Background: an optimization exercise with open tools, aiming at small area, a short achievable clock period and few clock cycles per item. Do not read the settings as production practice. Function was checked by simulation only, so behaviour that the tests miss may differ from the original. Power and IR drop assume default switching activity.

Design bimodal_branch_predictor_unit, start of the top module:
module bimodal_branch_predictor_unit #(
   parameter int MAX_INDEX_BITS = bbp_pkg::MAX_INDEX_BITS_DEFAULT,
   parameter int COUNT_WIDTH    = bbp_pkg::COUNT_WIDTH_DEFAULT
) (
   input  logic                   clock,
   input  logic                   reset,
   input  logic                   req_valid,
   output logic                   req_ready,
   input  bbp_pkg::addr_type      req_branch_address,
   input  logic                   req_taken,
   output logic                   rsp_valid,
   input  logic                   rsp_ready,
   output logic                   rsp_predicted_taken,
   output logic                   rsp_prediction_correct,
   output bbp_pkg::field_type     rsp_total_branches,
   output bbp_pkg::field_type     rsp_right_taken_count,
   output bbp_pkg::field_type     rsp_wrong_taken_count,
   output bbp_pkg::field_type     rsp_right_not_taken_count,
   output bbp_pkg::field_type     rsp_wrong_not_taken_count,
   input  logic                   csr_write_enable,
   input  bbp_pkg::index_reg_type csr_write_data
);
   localparam int COL_BITS = MAX_INDEX_BITS / 2;
   localparam int ROW_BITS = MAX_INDEX_BITS - COL_BITS;
   localparam int ROWS     = 1 << ROW_BITS;
   localparam int COLS     = 1 << COL_BITS;
   localparam int FIFO_AW  = 3;
   localparam int FIFO_D   = 1 << FIFO_AW;
   localparam int CAP      = FIFO_D;
   typedef logic [MAX_INDEX_BITS-1:0] idx_type;
   localparam bbp_pkg::eff_bits_type EFF_MAX = bbp_pkg::eff_bits_type'(MAX_INDEX_BITS);
   localparam bbp_pkg::eff_bits_type EFF_MIN = bbp_pkg::eff_bits_type'(1);
   bbp_pkg::index_reg_type index_bits_ff;
   logic                   clear_ff;
   logic                   ready_ff;
   logic [FIFO_AW:0]       inflight_ff;
  ...
For scale: ~6300 cells after synthesis, about 2400 flip-flops, ~210 I/O pins, about 0.091 mm2 of cells after synthesis.
export LEC_CHECK = 0
export CAP_MARGIN = 20
export CORE_MARGIN = 2
export CORE_UTILIZATION = 65
export CTS_CLUSTER_DIAMETER = 60
export CTS_CLUSTER_SIZE = 30
export PLACE_DENSITY = 0.72
export SETUP_SLACK_MARGIN = 2.8
export SLEW_MARGIN = 20
create_clock -name core_clock -period 5.0 [get_ports {clock}]
standard.sh (not shown) runs the stock make flow with config.mk's settings and CLKGATE_MAP_FILE= SYNTH_SCRIPT=/design/flow/synth_recipe.tcl, a recipe that flattens the netlist after the stock synthesis.
==> flow/flow/run.sh <==
#!/bin/bash
set -euo pipefail
export CTS_ARGS="-sink_clustering_enable -repair_clock_nets -sink_clustering_size 30 -sink_clustering_max_diameter 60 -dont_use_dummy_load"
bash standard.sh > standard.log 2>&1
Testbench counts at the start, summed over its fixed seeds: cycles 35,595, items 32,000.
==> next run, changes <==
==> flow/flow/run.sh (replaced) <==
#!/bin/bash
set -euo pipefail
export CTS_ARGS="-sink_clustering_enable -repair_clock_nets -sink_clustering_size 20 -sink_clustering_max_diameter 40 -dont_use_dummy_load"
bash standard.sh > standard.log 2>&1
Settings changed: CTS_CLUSTER_DIAMETER 60 to 40, CTS_CLUSTER_SIZE 30 to 20.
Outcome: The new run completed without violations; non-clock buffer count rises by 1; cell area came out higher by about 3.3%; die area does not change; total power increases by 14%; worst setup slack loses 0.053 ns.
==> next run, changes <==
==> flow/flow/run.sh (replaced) <==
#!/bin/bash
set -euo pipefail
export CTS_ARGS="-sink_clustering_enable -repair_clock_nets -sink_clustering_size 30 -sink_clustering_max_diameter 60 -dont_use_dummy_load"
bash standard.sh > standard.log 2>&1
Settings changed: CTS_CLUSTER_DIAMETER 40 to 60, CTS_CLUSTER_SIZE 20 to 30, SETUP_SLACK_MARGIN 2.8 to 3.0.
Effect:
- setup slack improved by 0.066 ns
- total power fell by 11%
- clock power fell by 33%
- utilization fell by 0.29 points
- first-iteration DRC count rose by 4.0%
- critical path depth stays the same
==> next run, changes <==
Settings changed: SETUP_SLACK_MARGIN 3.0 to 2.6.
=> The new run finished with timing, DRC and antenna clean; routed wire length decreases by roughly a tenth; hold slack is about the same; power came out lower slightly; clock power is about the same; design area shrinks by a few percent; sequential power is about the same; via count drops by a little under a tenth; first-iteration DRC count decreases by roughly a tenth.
==> next run, changes <==
==> flow/flow/run.sh (replaced) <==
#!/bin/bash
set -euo pipefail
export CTS_ARGS="-sink_clustering_enable -repair_clock_nets -sink_clustering_size 24 -sink_clustering_max_diameter 50 -dont_use_dummy_load"
bash standard.sh > standard.log 2>&1
Settings changed: CTS_CLUSTER_DIAMETER 60 to 50, CTS_CLUSTER_SIZE 30 to 24, SETUP_SLACK_MARGIN 2.6 to 2.8.
Effect:
- cell area is higher by about 3.6%
- clock power is higher by about 10%
- sequential cell count stays the same
- core utilization is higher by 2.6 points
- cell count is higher by 2.8%
- clock-buffer cell count is higher by 27
- wire length is higher by about 7%
==> next run, changes <==
==> flow/flow/run.sh (replaced) <==
#!/bin/bash
set -euo pipefail
export CTS_ARGS="-sink_clustering_enable -repair_clock_nets -sink_clustering_size 30 -sink_clustering_max_diameter 60 -dont_use_dummy_load"
bash standard.sh > standard.log 2>&1
Settings changed: CORE_UTILIZATION 65 to 70, CTS_CLUSTER_DIAMETER 50 to 60, CTS_CLUSTER_SIZE 24 to 30, PLACE_DENSITY 0.72 to 0.78.
Result:
- die area is lower by a little under a tenth
- non-clock buffer count goes up by 1
- worst hold slack improves by 0.019 ns
- synthesized cell count stays the same
- via count went up by a few percent

==> afterwards: timing with drivers on the ports <==
The results above use ideal ports. As a check the final layouts listed here were re-extracted and re-timed, cells and wires unchanged.
Step 1, drivers: a clkbuf_16 drives clock and a buf_2 each remaining input, both assumed.
Step 2 also shifts input and output timing later by t, the mid clock arrival at the registers, as if the neighbouring blocks saw the same clock.
Slacks: no drivers / after step 1 / after step 2; pairs: no drivers / after step 1.
| run | t, ns | setup slack, ns | hold slack, ns | worst setup path at the end | clock arrival spread, ns |
|---|---|---|---|---|---|
| the first run | 0.895 | 2.661 / 2.612 / 2.048 | 0.338 / 0.338 / 0.338 | input to register | 0.075 / 0.075 |
| the second run | 0.970 | 2.608 / 2.529 / 2.017 | 0.331 / 0.331 / 0.331 | input to register | 0.077 / 0.077 |
| the third run | 0.887 | 2.674 / 2.594 / 2.206 | 0.340 / 0.340 / 0.340 | input to register | 0.073 / 0.073 |
| the fourth run | 0.879 | 2.564 / 2.555 / 2.070 | 0.338 / 0.338 / 0.338 | input to register | 0.069 / 0.069 |
| the fifth run | 0.893 | 2.704 / 2.624 / 2.000 | 0.311 / 0.311 / 0.311 | input to register | 0.077 / 0.077 |
| the sixth run | 0.873 | 2.637 / 2.560 / 1.978 | 0.330 / 0.330 / 0.330 | input to register | 0.081 / 0.081 |
After both steps setup and hold are still met in every run listed. The setup slack of the fifth run, which loses most, moves by -0.080 ns with the drivers and by -0.704 ns with both steps.
